Source: an optimization exercise on an open RTL-to-GDS flow (aim: small area and few clock cycles). Production flows keep margins and buffers that such runs may drop. Only simulation tests tie the RTL to the original design; equivalence was not proved. Power figures rest on the tool's default switching activity, not on a simulated workload. No driver is modelled on the clock port, so clocking that relies on it looks cheaper here than on a real chip.

Design switch_ingress, start of the top module:
module switch_ingress
(
    input  logic        clk,
    input  logic        rst_n,
    input  logic        in0_vld,
    input  logic        in0_sop,
    input  logic        in0_eop,
    input  logic [31:0] in0_data,
    input  logic        in1_vld,
    input  logic        in1_sop,
    input  logic        in1_eop,
    input  logic [31:0] in1_data,
    output logic        in_ready0,
    output logic        in_ready1,
    output logic        out_vld,
    output logic        out_sop,
    output logic        out_eop,
    output logic        out_src,
    output logic [1:0]  out_dest,
    output logic [31:0] out_data,
    input  logic        out_ready
);
Size: roughly 2800 cells after synthesis, ~1100 flip-flops, about 110 I/O pins, roughly 45000 sq um of cells after synthesis.
==> flow/config.mk <==
export PLATFORM = sky130hd
export DESIGN_NAME = switch_ingress
export DESIGN_NICKNAME = switch_ingress
export VERILOG_FILES = /design/flow/design.v
export SDC_FILE = /design/flow/constraint.sdc
export NUM_CORES = 4
export LEC_CHECK = 0
export CAP_MARGIN = 0
export CORE_MARGIN = 2
export CORE_UTILIZATION = 40
export PLACE_DENSITY = 0.6
export SLEW_MARGIN = 0
==> flow/constraint.sdc <==
create_clock -name core_clock -period 7.5 [get_ports {clk}]
set_input_delay 1.5000 -clock core_clock [delete_from_list [all_inputs] [get_ports {clk}]]
set_output_delay 1.5000 -clock core_clock [all_outputs]
set_load 0.01 [all_outputs]
standard.sh (not shown) runs the stock make flow with config.mk's settings and CLKGATE_MAP_FILE= SYNTH_SCRIPT=/design/flow/synth_recipe.tcl, a recipe that flattens the netlist after the stock synthesis.
==> flow/flow/run.sh <==
#!/bin/bash
set -euo pipefail
export BUFFER_PORTS_ARGS="-buffer_cell sky130_fd_sc_hd__buf_1"
export CTS_ARGS="-sink_clustering_enable -repair_clock_nets -dont_use_dummy_load -sink_clustering_size 24 -sink_clustering_max_diameter 120"
bash standard.sh > standard_flow.log 2>&1
Testbench counts at the start, summed over its fixed seeds: cycles 15,698.
Change:
CAP_MARGIN = 20   (was 0)
CORE_UTILIZATION = 60   (was 40)
PLACE_DENSITY = 0.75   (was 0.6)
SLEW_MARGIN = 20   (was 0)
After rerunning:
- flip-flop and latch count is unchanged
- power falls by 3.0%
- worst hold slack barely changes
- core utilization climbs by 21 points
- clock power is about the same
- setup slack improved by 0.027 ns
- wire length came out lower by 5.7%
- clock skew barely changes
- via count rises by 2.1%
- final cell count falls by 12%


== run 1 ==
switch_ingress again, from the RTL that the note above started with.
## switch_ingress
module switch_ingress
(
    input  logic        clk,
    input  logic        rst_n,
    input  logic        in0_vld,
    input  logic        in0_sop,
    input  logic        in0_eop,
    input  logic [31:0] in0_data,
    input  logic        in1_vld,
    input  logic        in1_sop,
    input  logic        in1_eop,
    input  logic [31:0] in1_data,
    output logic        in_ready0,
    output logic        in_ready1,
    output logic        out_vld,
    output logic        out_sop,
    output logic        out_eop,
    output logic        out_src,
    output logic [1:0]  out_dest,
    output logic [31:0] out_data,
    input  logic        out_ready
);
    logic [31:0] rd0, rd1, rd;
    logic [1:0]  pr0, pr1;
    logic [4:0]  ln0, ln1;
    logic [3:0]  lowcnt;
    logic        pmode, prio1;
    logic        av0, av1;
    logic        busy, src, insop, last, ready_q;
    logic [4:0]  rem;
    logic [1:0]  dest_q;
    logic        pick1, start, cur, xfer;
    in_port port0 (
        .clk      (clk),
        .rst_n    (rst_n),
        .vld      (in0_vld),
        .sop      (in0_sop),
        .eop      (in0_eop),
        .data     (in0_data),
        .in_ready (in_ready0),
        .rd_sel   (~cur & ~out_sop),
        .dsc_sel  (~cur & out_sop),
        .rd_data  (rd0),
        .dsc_prio (pr0),
        .dsc_len  (ln0),
        .avail    (av0),
        .rd_adv   (xfer & ~cur & ~out_sop),
        .rd_pkt   (xfer & ~cur & out_sop)
    );
    in_port port1 (
  ...
Settings: LEC_CHECK=0, CAP_MARGIN=20, CORE_MARGIN=2, CORE_UTILIZATION=40, PLACE_DENSITY=0.6, SLEW_MARGIN=20; clock period 7.5 ns.
==> flow/flow/run.sh <==
#!/bin/bash
set -euo pipefail
export BUFFER_PORTS_ARGS="-buffer_cell sky130_fd_sc_hd__buf_1"
export CTS_ARGS="-sink_clustering_enable -repair_clock_nets -dont_use_dummy_load -sink_clustering_size 32 -sink_clustering_max_diameter 100"
bash standard.sh > standard_flow.log 2>&1
Testbench counts of run 1, summed over its fixed seeds: cycles 15,698.
Edits applied to the flow inputs when going from run 1 to run 2:
==> flow/flow/run.sh <==
#!/bin/bash
set -euo pipefail
export BUFFER_PORTS_ARGS="-buffer_cell sky130_fd_sc_hd__buf_1"
export CTS_ARGS="-sink_clustering_enable -repair_clock_nets -dont_use_dummy_load"
bash standard.sh > standard_flow.log 2>&1
[summary]
- | global-route wire length before repair | lower: run 1 |
- Run 1 went all the way through synthesis, placement and routing and the layout is clean on timing, DRC and antenna.
- In summary, run 2 completed successfully, with a layout that passed the timing, DRC and antenna checks.
- Run 2 vs. run 1: setup slack after layout higher; per-cell via count in the routed design neither gained nor lost much.
- Diff run 2 and run 1: part of the power in the clock network higher in run 2
- Across both runs, count of cells along the worst register-to-register path was higher for run 2 than for run 1.
### run 2 -> run 3
Settings: setting ABC_AREA to 1 for the first time.
--- a/flow/flow/run.sh
+++ b/flow/flow/run.sh
@@ -4 +4 @@
-export CTS_ARGS="-sink_clustering_enable -repair_clock_nets -dont_use_dummy_load"
+export CTS_ARGS="-sink_clustering_enable -repair_clock_nets -dont_use_dummy_load -sink_clustering_size 24 -sink_clustering_max_diameter 120"
Findings:
- Changes observed in run 3 relative to run 2: cell area +1500 sq um; global-route wire length before repair increased 4.0%.
- In the reports for run 2 and run 3, the larger clock skew belongs to run 2.
- Run 3 vs. run 2: combined buffer and inverter count along the critical path has increased; overall routing resource usage has decreased; mean cell area of the mapped netlist went down by 4.3 sq um; area after synthesis picked up an extra about 6%.
- Run 3: sequential fraction of total cell area is 1.9 points lower than what run 2 reported.


Setup of job 8863:
Another version of the RTL of switch_ingress (not shown whole).
Size: ~110 I/O pins.
==> flow/config.mk <==
export PLATFORM = sky130hd
export DESIGN_NAME = switch_ingress
export DESIGN_NICKNAME = switch_ingress
export VERILOG_FILES = /design/flow/design.v
export SDC_FILE = /design/flow/constraint.sdc
export NUM_CORES = 4
export LEC_CHECK = 0
export CAP_MARGIN = 20
export CORE_MARGIN = 2
export CORE_UTILIZATION = 40
export PLACE_DENSITY = 0.6
export SLEW_MARGIN = 20
==> flow/constraint.sdc <==
create_clock -name core_clock -period 7.5 [get_ports {clk}]
set_input_delay 1.5000 -clock core_clock [delete_from_list [all_inputs] [get_ports {clk}]]
set_output_delay 1.5000 -clock core_clock [all_outputs]
set_load 0.01 [all_outputs]
==> flow/flow/run.sh <==
#!/bin/bash
set -euo pipefail
export BUFFER_PORTS_ARGS="-buffer_cell sky130_fd_sc_hd__buf_1"
export CTS_ARGS="-sink_clustering_enable -repair_clock_nets -dont_use_dummy_load -sink_clustering_size 14 -sink_clustering_max_diameter 60 -buf_list sky130_fd_sc_hd__clkbuf_8"
bash standard.sh > standard_flow.log 2>&1
In summary, job 8863 completed successfully, with a layout that passed the timing, DRC and antenna checks.
Testbench counts of job 8863, summed over its fixed seeds: cycles 15,698.
diff inputs: job 8863 => job 3078
# job 8863
export LEC_CHECK = 0
export CAP_MARGIN = 20
export CORE_MARGIN = 2
export CORE_UTILIZATION = 40
export PLACE_DENSITY = 0.6
export SLEW_MARGIN = 20
create_clock -name core_clock -period 7.5 [get_ports {clk}]
# job 3078
export LEC_CHECK = 0
export CAP_MARGIN = 20
export CORE_MARGIN = 2
export CORE_UTILIZATION = 60
export PLACE_DENSITY = 0.8
export SLEW_MARGIN = 20
create_clock -name core_clock -period 7.5 [get_ports {clk}]
==> flow/flow/run.sh <==
#!/bin/bash
set -euo pipefail
export BUFFER_PORTS_ARGS="-buffer_cell sky130_fd_sc_hd__buf_2"
export CTS_ARGS="-sink_clustering_enable -repair_clock_nets -dont_use_dummy_load -sink_clustering_size 32 -sink_clustering_max_diameter 80"
bash standard.sh > standard_flow.log 2>&1
Comparing job 3078 against job 8863, there is no change at all in global route total overflow.
Job 3078 gives less clock buffer count in the final layout than job 8863 did.
Job 3078: sum of routed wire length over all layers is about 7% lower than what job 8863 reported.
Job 3078 vs job 8863: sequential share of layout area up in job 3078
Job 3078 and job 8863 ended up with nearly the same flip-flop and latch power.
Detailed route, job 3078 vs job 8863: via total higher for job 3078
As far as post-synthesis area per instance goes, job 3078 and job 8863 are indistinguishable; the numbers are identical.
Job 8863 has a lower fmax than job 3078.
Compared with job 8863, area of the core in job 3078 decreased by more than a quarter.
Diff job 8863 -> job 3078 | fraction of layout instances using a drive strength above 1 | increase of 0.43 points
Diff job 3078 and job 8863: layout overhead on the synthesized area lower in job 3078
Input changes introduced in job 8146 (baseline for comparison: job 3078):
# job 3078
export LEC_CHECK = 0
export CAP_MARGIN = 20
export CORE_MARGIN = 2
export CORE_UTILIZATION = 60
export PLACE_DENSITY = 0.8
export SLEW_MARGIN = 20
create_clock -name core_clock -period 7.5 [get_ports {clk}]
# job 8146
export LEC_CHECK = 0
export CAP_MARGIN = 20
export CORE_MARGIN = 2
export CORE_UTILIZATION = 40
export PLACE_DENSITY = 0.6
export SLEW_MARGIN = 20
create_clock -name core_clock -period 7.5 [get_ports {clk}]
==> flow/flow/run.sh <==
#!/bin/bash
set -euo pipefail
export BUFFER_PORTS_ARGS="-buffer_cell sky130_fd_sc_hd__buf_2"
export CTS_ARGS="-sink_clustering_enable -repair_clock_nets -dont_use_dummy_load -sink_clustering_size 24 -sink_clustering_max_diameter 120"
bash standard.sh > standard_flow.log 2>&1
==> summary.txt <==
Job 8146 ended up with a lower share of power burned in combinational logic than job 3078 did. In the reports for job 8146 and job 3078, the larger non-clock buffer count belongs to job 3078. Summary of job 8146 over job 3078: hold slack did not really move, final non-filler cell total has increased, clock power has increased, area occupied by multi-input gates has remained practically unchanged.


== alpha ==
switch_ingress again, from the RTL that the note above started with.
Design switch_ingress, start of the top module:
module switch_ingress
(
    input  logic        clk,
    input  logic        rst_n,
    input  logic        in0_vld,
    input  logic        in0_sop,
    input  logic        in0_eop,
    input  logic [31:0] in0_data,
    input  logic        in1_vld,
    input  logic        in1_sop,
    input  logic        in1_eop,
    input  logic [31:0] in1_data,
    output logic        in_ready0,
    output logic        in_ready1,
    output logic        out_vld,
    output logic        out_sop,
    output logic        out_eop,
    output logic        out_src,
    output logic [1:0]  out_dest,
    output logic [31:0] out_data,
    input  logic        out_ready
);
    logic [31:0] rd0, rd1, rd;
    logic [1:0]  pr0, pr1;
    logic [4:0]  ln0, ln1;
    logic [2:0]  lowcnt;
    logic        pmode, prio1;
    logic        av0, av1;
    logic        busy, src, insop, last, ready_q;
    logic [4:0]  rem;
    logic [1:0]  dest_q;
    logic        pick1, start, cur, xfer;
    in_port port0 (
        .clk      (clk),
        .rst_n    (rst_n),
        .vld      (in0_vld),
        .sop      (in0_sop),
        .eop      (in0_eop),
        .data     (in0_data),
        .in_ready (in_ready0),
        .rd_sel   (~cur & ~out_sop),
        .dsc_sel  (~cur & out_sop),
        .rd_data  (rd0),
        .dsc_prio (pr0),
        .dsc_len  (ln0),
        .avail    (av0),
        .rd_adv   (xfer & ~cur & ~out_sop),
        .rd_pkt   (xfer & ~cur & out_sop)
    );
    in_port port1 (
        .clk      (clk),
        .rst_n    (rst_n),
        .vld      (in1_vld),
        .sop      (in1_sop),
        .eop      (in1_eop),
        .data     (in1_data),
        .in_ready (in_ready1),
        .rd_sel   (cur & ~out_sop),
        .dsc_sel  (cur & out_sop),
        .rd_data  (rd1),
        .dsc_prio (pr1),
        .dsc_len  (ln1),
        .avail    (av1),
        .rd_adv   (xfer & cur & ~out_sop),
        .rd_pkt   (xfer & cur & out_sop)
    );
    assign prio1 = (pr1 > pr0) | ((pr1 == pr0) & ~last);
    assign pick1 = av1 & (~av0 | (pmode ? prio1 :
                                  ((ln1 < ln0) | ((ln1 == ln0) & prio1))));
  ...
Settings: LEC_CHECK=0, CAP_MARGIN=20, CORE_MARGIN=2, CORE_UTILIZATION=40, PLACE_DENSITY=0.6, SLEW_MARGIN=20; clock period 7.5 ns.
==> flow/flow/run.sh <==
#!/bin/bash
set -euo pipefail
export BUFFER_PORTS_ARGS="-buffer_cell sky130_fd_sc_hd__buf_1"
export CTS_ARGS="-sink_clustering_enable -repair_clock_nets -dont_use_dummy_load -sink_clustering_size 28 -sink_clustering_max_diameter 90"
bash standard.sh > standard_flow.log 2>&1
Testbench counts of alpha, summed over its fixed seeds: cycles 15,698.
Edits applied to the flow inputs when going from alpha to beta:
==> flow/flow/run.sh <==
#!/bin/bash
set -euo pipefail
export BUFFER_PORTS_ARGS="-buffer_cell sky130_fd_sc_hd__buf_4"
export CTS_ARGS="-sink_clustering_enable -repair_clock_nets -dont_use_dummy_load -sink_clustering_size 24 -sink_clustering_max_diameter 120"
bash standard.sh > standard_flow.log 2>&1
Notes after the runs:
Lower initial antenna violation count goes to alpha over beta.
Going from alpha to beta, the time the worst path needs with I/O delays and setup was found to have gone down by 0.11 ns.
Summary of beta over alpha: average routed wire per standard cell up 0.75 µm, maximum clock rate up 0.0027 GHz, number of clock buffers in the layout up 2, slew of the pin with the lowest slew margin down 0.068 ns, final clock period utilization by the worst path down 1.5 points.
Row non-clock buffer count: beta lower / alpha higher
For gamma, these inputs were changed with respect to beta:
==> flow/flow/run.sh <==
#!/bin/bash
set -euo pipefail
export BUFFER_PORTS_ARGS="-buffer_cell sky130_fd_sc_hd__buf_1"
export CTS_ARGS="-sink_clustering_enable -repair_clock_nets -dont_use_dummy_load -sink_clustering_size 24 -sink_clustering_max_diameter 120"
bash standard.sh > standard_flow.log 2>&1
Findings:
gamma vs beta, via count normalized by instance count went down by 1.3%. Wire length in gamma is 680 µm lower than in beta. On post-synthesis simple-gate area fraction, beta tracks gamma almost exactly.
Input-level comparison between delta and gamma:
==> flow/flow/run.sh <==
#!/bin/bash
set -euo pipefail
export BUFFER_PORTS_ARGS="-buffer_cell sky130_fd_sc_hd__buf_2"
export CTS_ARGS="-sink_clustering_enable -repair_clock_nets -dont_use_dummy_load -sink_clustering_size 24 -sink_clustering_max_diameter 120"
bash standard.sh > standard_flow.log 2>&1
[summary]
delta finished every stage and its layout cleared the timing, DRC and antenna checks.
delta vs gamma, power went up by about 0.37%.
Diff gamma and delta: global-route usage lower in gamma
In the reports for gamma and delta, the smaller via count belongs to gamma.
Wire length of the first global-routing pass (higher): delta


Setup of job 5163:
The RTL this note starts from:
==> flow/design.v <==
`timescale 1ns/1ns
`default_nettype none
module crc16_word
(
    input  logic [15:0] crc_in,
    input  logic [31:0] data_in,
    output logic [15:0] crc_out
);
    logic fb;
    always_comb begin
        crc_out = crc_in;
        fb = 1'b0;
        for (int i = 31; i >= 0; i--) begin
            fb = crc_out[15] ^ data_in[i];
            crc_out = {crc_out[14:0], 1'b0} ^ (fb ? 16'h1021 : 16'h0000);
        end
    end
endmodule
`default_nettype wire
`timescale 1ns/1ns
`default_nettype none
module in_port
(
    input  logic        clk,
    input  logic        rst_n,
    input  logic        vld,
    input  logic        sop,
    input  logic        eop,
    input  logic [31:0] data,
    output logic        in_ready,
    input  logic        rd_sel,     
    input  logic        dsc_sel,    
    output logic [31:0] rd_data,    
    output logic [1:0]  dsc_prio,   
    output logic [4:0]  dsc_len,    
    output logic        avail,      
    input  logic        rd_adv,     
    input  logic        rd_pkt      
);
    logic [31:0] mem [16];
    logic [4:0]  wptr, wbase, rptr;
    logic        recv, drop, bad, full;
    logic [4:0]  len, cnt;
    logic [1:0]  prio, dest;
    logic [15:0] crc, crc_nxt;
    logic [4:0]  hlen, used;
    logic        nowr, fits, take_hdr, take_wr, word_ok, good_end;
    crc16_word crc16 (
        .crc_in  (crc),
        .data_in (data),
        .crc_out (crc_nxt)
    );
    assign hlen = data[4:0];
    assign nowr     = (hlen > 5'd16) | (eop != (hlen == '0));
    assign used     = wbase - rptr;
    assign fits     = ({1'b0, used} + hlen) <= 6'd16;
    assign in_ready = ~recv & ~drop & (nowr | ((~full | rd_pkt) & fits));
    assign take_hdr = in_ready & vld & sop;
    assign take_wr  = take_hdr & ~nowr;
    assign word_ok  = recv & vld & ~bad & (cnt != len);
    assign good_end = word_ok & eop & (cnt + 1'b1 == len);
    always_ff @(posedge clk) begin
        if (word_ok) begin
            mem[wptr[3:0]] <= data;
        end
    end
    always_comb begin
        rd_data = dsc_sel ? {7'd0, dest, prio, len, crc} : 32'd0;
        for (int i = 0; i < 16; i++) begin
            rd_data = rd_data | ((rd_sel && rptr[3:0] == 4'(i)) ? mem[i] : 32'd0);
        end
    end
    assign dsc_prio = prio;
    assign dsc_len  = len;
    assign avail   = full;
    always_ff @(posedge clk) begin
        if (take_wr) begin
            len  <= hlen;
            prio <= data[6:5];
            dest <= data[8:7];
            crc  <= 16'hFFFF;
            cnt  <= '0;
            bad  <= 1'b0;
        end else if (recv & vld) begin
            if (word_ok) begin
                crc <= crc_nxt;
                cnt <= cnt + 1'b1;
            end else begin
                bad <= 1'b1;
            end
        end
    end
    always_ff @(posedge clk) begin
        if (!rst_n) begin
            recv  <= 1'b0;
            drop  <= 1'b0;
            full  <= 1'b0;
            wptr  <= '0;
            wbase <= '0;
            rptr  <= '0;
        end else begin
            if (rd_adv) begin
                rptr <= rptr + 1'b1;
            end
            if (rd_pkt) begin
                full <= 1'b0;
            end
            if (take_hdr & nowr) begin
                drop <= ~eop;
            end else if (drop & vld & eop) begin
                drop <= 1'b0;
            end
            if (take_wr) begin
                recv <= ~eop;
                full <= eop;              
            end else if (recv & vld) begin
                if (word_ok) begin
                    wptr <= wptr + 1'b1;
                end
                if (eop) begin
                    recv <= 1'b0;
                    if (good_end) begin
                        full  <= 1'b1;
                        wbase <= wptr + 1'b1;
                    end else begin
                        wptr <= wbase;    
                    end
                end
            end
        end
    end
endmodule
`default_nettype wire
`timescale 1ns/1ns
`default_nettype none
module switch_ingress
(
    input  logic        clk,
    input  logic        rst_n,
    input  logic        in0_vld,
    input  logic        in0_sop,
    input  logic        in0_eop,
    input  logic [31:0] in0_data,
    input  logic        in1_vld,
    input  logic        in1_sop,
    input  logic        in1_eop,
    input  logic [31:0] in1_data,
    output logic        in_ready0,
    output logic        in_ready1,
    output logic        out_vld,
    output logic        out_sop,
    output logic        out_eop,
    output logic        out_src,
    output logic [1:0]  out_dest,
    output logic [31:0] out_data,
    input  logic        out_ready
);
    logic [31:0] rd0, rd1, rd;
    logic [1:0]  pr0, pr1;
    logic [4:0]  ln0, ln1;
    logic [3:0]  lowcnt;
    logic        pmode, prio1;
    logic        av0, av1;
    logic        busy, src, insop, last, ready_q;
    logic [4:0]  rem;
    logic [1:0]  dest_q;
    logic        pick1, start, cur, xfer;
    in_port port0 (
        .clk      (clk),
        .rst_n    (rst_n),
        .vld      (in0_vld),
        .sop      (in0_sop),
        .eop      (in0_eop),
        .data     (in0_data),
        .in_ready (in_ready0),
        .rd_sel   (~cur & ~out_sop),
        .dsc_sel  (~cur & out_sop),
        .rd_data  (rd0),
        .dsc_prio (pr0),
        .dsc_len  (ln0),
        .avail    (av0),
        .rd_adv   (xfer & ~cur & ~out_sop),
        .rd_pkt   (xfer & ~cur & out_sop)
    );
    in_port port1 (
        .clk      (clk),
        .rst_n    (rst_n),
        .vld      (in1_vld),
        .sop      (in1_sop),
        .eop      (in1_eop),
        .data     (in1_data),
        .in_ready (in_ready1),
        .rd_sel   (cur & ~out_sop),
        .dsc_sel  (cur & out_sop),
        .rd_data  (rd1),
        .dsc_prio (pr1),
        .dsc_len  (ln1),
        .avail    (av1),
        .rd_adv   (xfer & cur & ~out_sop),
        .rd_pkt   (xfer & cur & out_sop)
    );
    assign prio1 = (pr1 > pr0) | ((pr1 == pr0) & ~last);
    assign pick1 = av1 & (~av0 | (pmode ? prio1 :
                                  ((ln1 < ln0) | ((ln1 == ln0) & prio1))));
    assign start = ~busy & (av0 | av1) & ready_q;
    assign cur   = busy ? src : pick1;
    assign rd    = rd0 | rd1;
    assign out_vld  = busy | start;
    assign out_sop  = ~busy | insop;
    assign out_eop  = out_sop ? (rd[20:16] == '0) : (rem == 5'd1);
    assign out_src  = cur;
    assign out_dest = out_sop ? rd[24:23] : dest_q;
    assign out_data = rd;
    assign xfer     = out_vld & out_ready;
    always_ff @(posedge clk) begin
        if (xfer & out_sop) begin
            dest_q <= rd[24:23];
        end
        if (xfer) begin
            rem <= out_sop ? rd[20:16] : rem - 1'b1;
        end
        if (~busy) begin
            src <= pick1;
        end
    end
    always_ff @(posedge clk) begin
        if (!rst_n) begin
            busy    <= 1'b0;
            insop   <= 1'b1;
            last    <= 1'b1;
            ready_q <= 1'b0;
            lowcnt  <= 4'd0;
            pmode   <= 1'b1;
        end else begin
            ready_q <= out_ready;
            lowcnt  <= out_ready ? 4'd0 : lowcnt + (lowcnt != 4'd15);
            if (lowcnt == 4'd15) begin
                pmode <= 1'b1;
            end else if (start) begin
                pmode <= 1'b0;
            end
            if (start) begin
                last <= pick1;
            end
            if (xfer & out_eop) begin
                busy  <= 1'b0;
                insop <= 1'b1;
            end else if (out_vld) begin
                busy  <= 1'b1;
                insop <= out_sop & ~xfer;
            end
        end
    end
endmodule
`default_nettype wire
==> flow/config.mk <==
export PLATFORM = sky130hd
export DESIGN_NAME = switch_ingress
export DESIGN_NICKNAME = switch_ingress
export VERILOG_FILES = /design/flow/design.v
export SDC_FILE = /design/flow/constraint.sdc
export NUM_CORES = 4
export LEC_CHECK = 0
export CAP_MARGIN = 20
export CORE_MARGIN = 2
export CORE_UTILIZATION = 40
export CTS_CLUSTER_DIAMETER = 120
export CTS_CLUSTER_SIZE = 24
export PLACE_DENSITY = 0.6
export SLEW_MARGIN = 20
==> flow/constraint.sdc <==
create_clock -name core_clock -period 7.5 [get_ports {clk}]
set_input_delay 1.5000 -clock core_clock [delete_from_list [all_inputs] [get_ports {clk}]]
set_output_delay 1.5000 -clock core_clock [all_outputs]
set_load 0.01 [all_outputs]
run.sh (not shown) runs the stock make flow with config.mk's settings and CLKGATE_MAP_FILE= SYNTH_SCRIPT=/design/flow/synth_recipe.tcl, a recipe that flattens the netlist after the stock synthesis.
Stock flow here: none of the scripts above is used.
Testbench counts of job 5163, summed over its fixed seeds: cycles 15,698.
The inputs of job 8035 differ from those of job 5163 as listed below.
- CTS_CLUSTER_DIAMETER: 120 -> unset
- CTS_CLUSTER_SIZE: 24 -> unset
==> flow/flow/run.sh (new file) <==
#!/bin/bash
set -euo pipefail
export BUFFER_PORTS_ARGS="-buffer_cell sky130_fd_sc_hd__buf_1"
export CTS_ARGS="-sink_clustering_enable -repair_clock_nets -dont_use_dummy_load -sink_clustering_size 24 -sink_clustering_max_diameter 120"
bash standard.sh > standard_flow.log 2>&1
==> flow/standard.sh (new file) <==
#!/bin/bash
# synth_recipe.tcl (not shown) runs the flow's synth.tcl, then flattens the netlist and writes it again
# the make line also repeats each setting of config.mk as NAME=value (left out here)
make -C /OpenROAD-flow-scripts/flow DESIGN_CONFIG=/design/flow/config.mk WORK_HOME=/design/flow/orfs CLKGATE_MAP_FILE= SYNTH_SCRIPT=/design/flow/synth_recipe.tcl "${@:-finish}"
removed: flow/run.sh
==> summary.txt <==
Compared job 8035 against job 5163; total instance count after detailed placement within noise. Job 5163 vs job 8035, critical path startpoint: port0.len[3] vs port0.len[2]. Maximum frequency (job 8035 vs. job 5163) increases by a few percent. On final period demand of the worst path, job 5163 loses to job 8035. Total non-filler cell area in the finished layout, job 5163 and job 8035: smaller value in job 8035. Going from job 5163 to job 8035, flip-flop and latch share of the layout cell area grows by 1.2 points.
### job 8035 -> job 1232
==> flow/run.sh (new file) <==
#!/bin/bash
# synth_recipe.tcl (not shown) runs the flow's synth.tcl, then flattens the netlist and writes it again
# the make line also repeats each setting of config.mk as NAME=value (left out here)
make -C /OpenROAD-flow-scripts/flow DESIGN_CONFIG=/design/flow/config.mk WORK_HOME=/design/flow/orfs CLKGATE_MAP_FILE= SYNTH_SCRIPT=/design/flow/synth_recipe.tcl finish
removed: flow/flow/run.sh
removed: flow/standard.sh
## What came out
Between job 8035 and job 1232, the flow reports first-pass GRT wire length increasing by a few percent.
Of job 8035 and job 1232, the higher data arrival time of the critical path belongs to job 1232.
Job 8035 → job 1232: share of total power in sequential cells now sits lower, part of the power in the clock network now sits higher, total number of vias now sits higher, count of placed standard cells in the final layout, fillers left out now sits higher, post-detailed-routing wire length now sits higher.
Compared with job 8035, job 1232 is the more power-hungry design.
Going from job 8035 to job 1232, the number of antenna violations at the first check in global routing was found to have gone down by 5.

[port drivers added, routing unchanged]
The flow's constraints put no driver on any port. The routed layouts listed below were extracted and timed again, unchanged, in two steps.
Step 1, drivers: a clkbuf_16 drives clk and a buf_2 each remaining input, both assumed.
Step 2 adds t to the input delays and takes it off the output delays; t is the mean of the earliest and latest rising clock arrival at the registers after step 1. Input paths then give back, and output paths get back, about the clock's delay inside the block.
Three values: no drivers, after step 1, after step 2; two values: the first two.
run | shift t [ns] | setup slack, ns | latest minus earliest clock arrival (ns) | slew at the worst register clock pin (ns)
the first run of note 1 | 0.732 | 0.954 / 0.877 / 1.609 | 0.072 / 0.072 | 0.10 / 0.10
the second run of note 1 | 0.718 | 0.981 / 0.916 / 1.633 | 0.055 / 0.055 | 0.11 / 0.11
run 1 | 0.704 | 1.037 / 0.959 / 1.663 | 0.091 / 0.091 | 0.12 / 0.12
run 2 | 0.750 | 1.068 / 0.992 / 1.742 | 0.092 / 0.091 | 0.07 / 0.07
run 3 | 0.734 | 1.677 / 1.607 / 2.185 | 0.057 / 0.056 | 0.11 / 0.11
job 8863 | 0.827 | 0.944 / 0.878 / 1.705 | 0.086 / 0.086 | 0.10 / 0.10
job 3078 | 0.686 | 1.319 / 1.252 / 1.935 | 0.086 / 0.087 | 0.12 / 0.12
job 8146 | 0.714 | 1.126 / 1.058 / 1.771 | 0.055 / 0.055 | 0.11 / 0.11
alpha | 0.702 | 1.074 / 1.006 / 1.708 | 0.046 / 0.046 | 0.11 / 0.11
beta | 0.714 | 1.185 / 1.117 / 1.831 | 0.028 / 0.028 | 0.11 / 0.11
gamma | 0.709 | 1.048 / 0.979 / 1.688 | 0.074 / 0.074 | 0.11 / 0.11
delta | 0.714 | 1.126 / 1.058 / 1.771 | 0.055 / 0.055 | 0.11 / 0.11
job 5163 | 0.750 | 0.576 / 0.500 / 1.250 | 0.035 / 0.035 | 0.11 / 0.11
job 8035 | 0.732 | 1.010 / 0.933 / 1.665 | 0.069 / 0.068 | 0.10 / 0.10
job 1232 | 0.768 | 0.454 / 0.379 / 1.147 | 0.052 / 0.052 | 0.07 / 0.07
After both steps setup and hold are still met in every run listed.
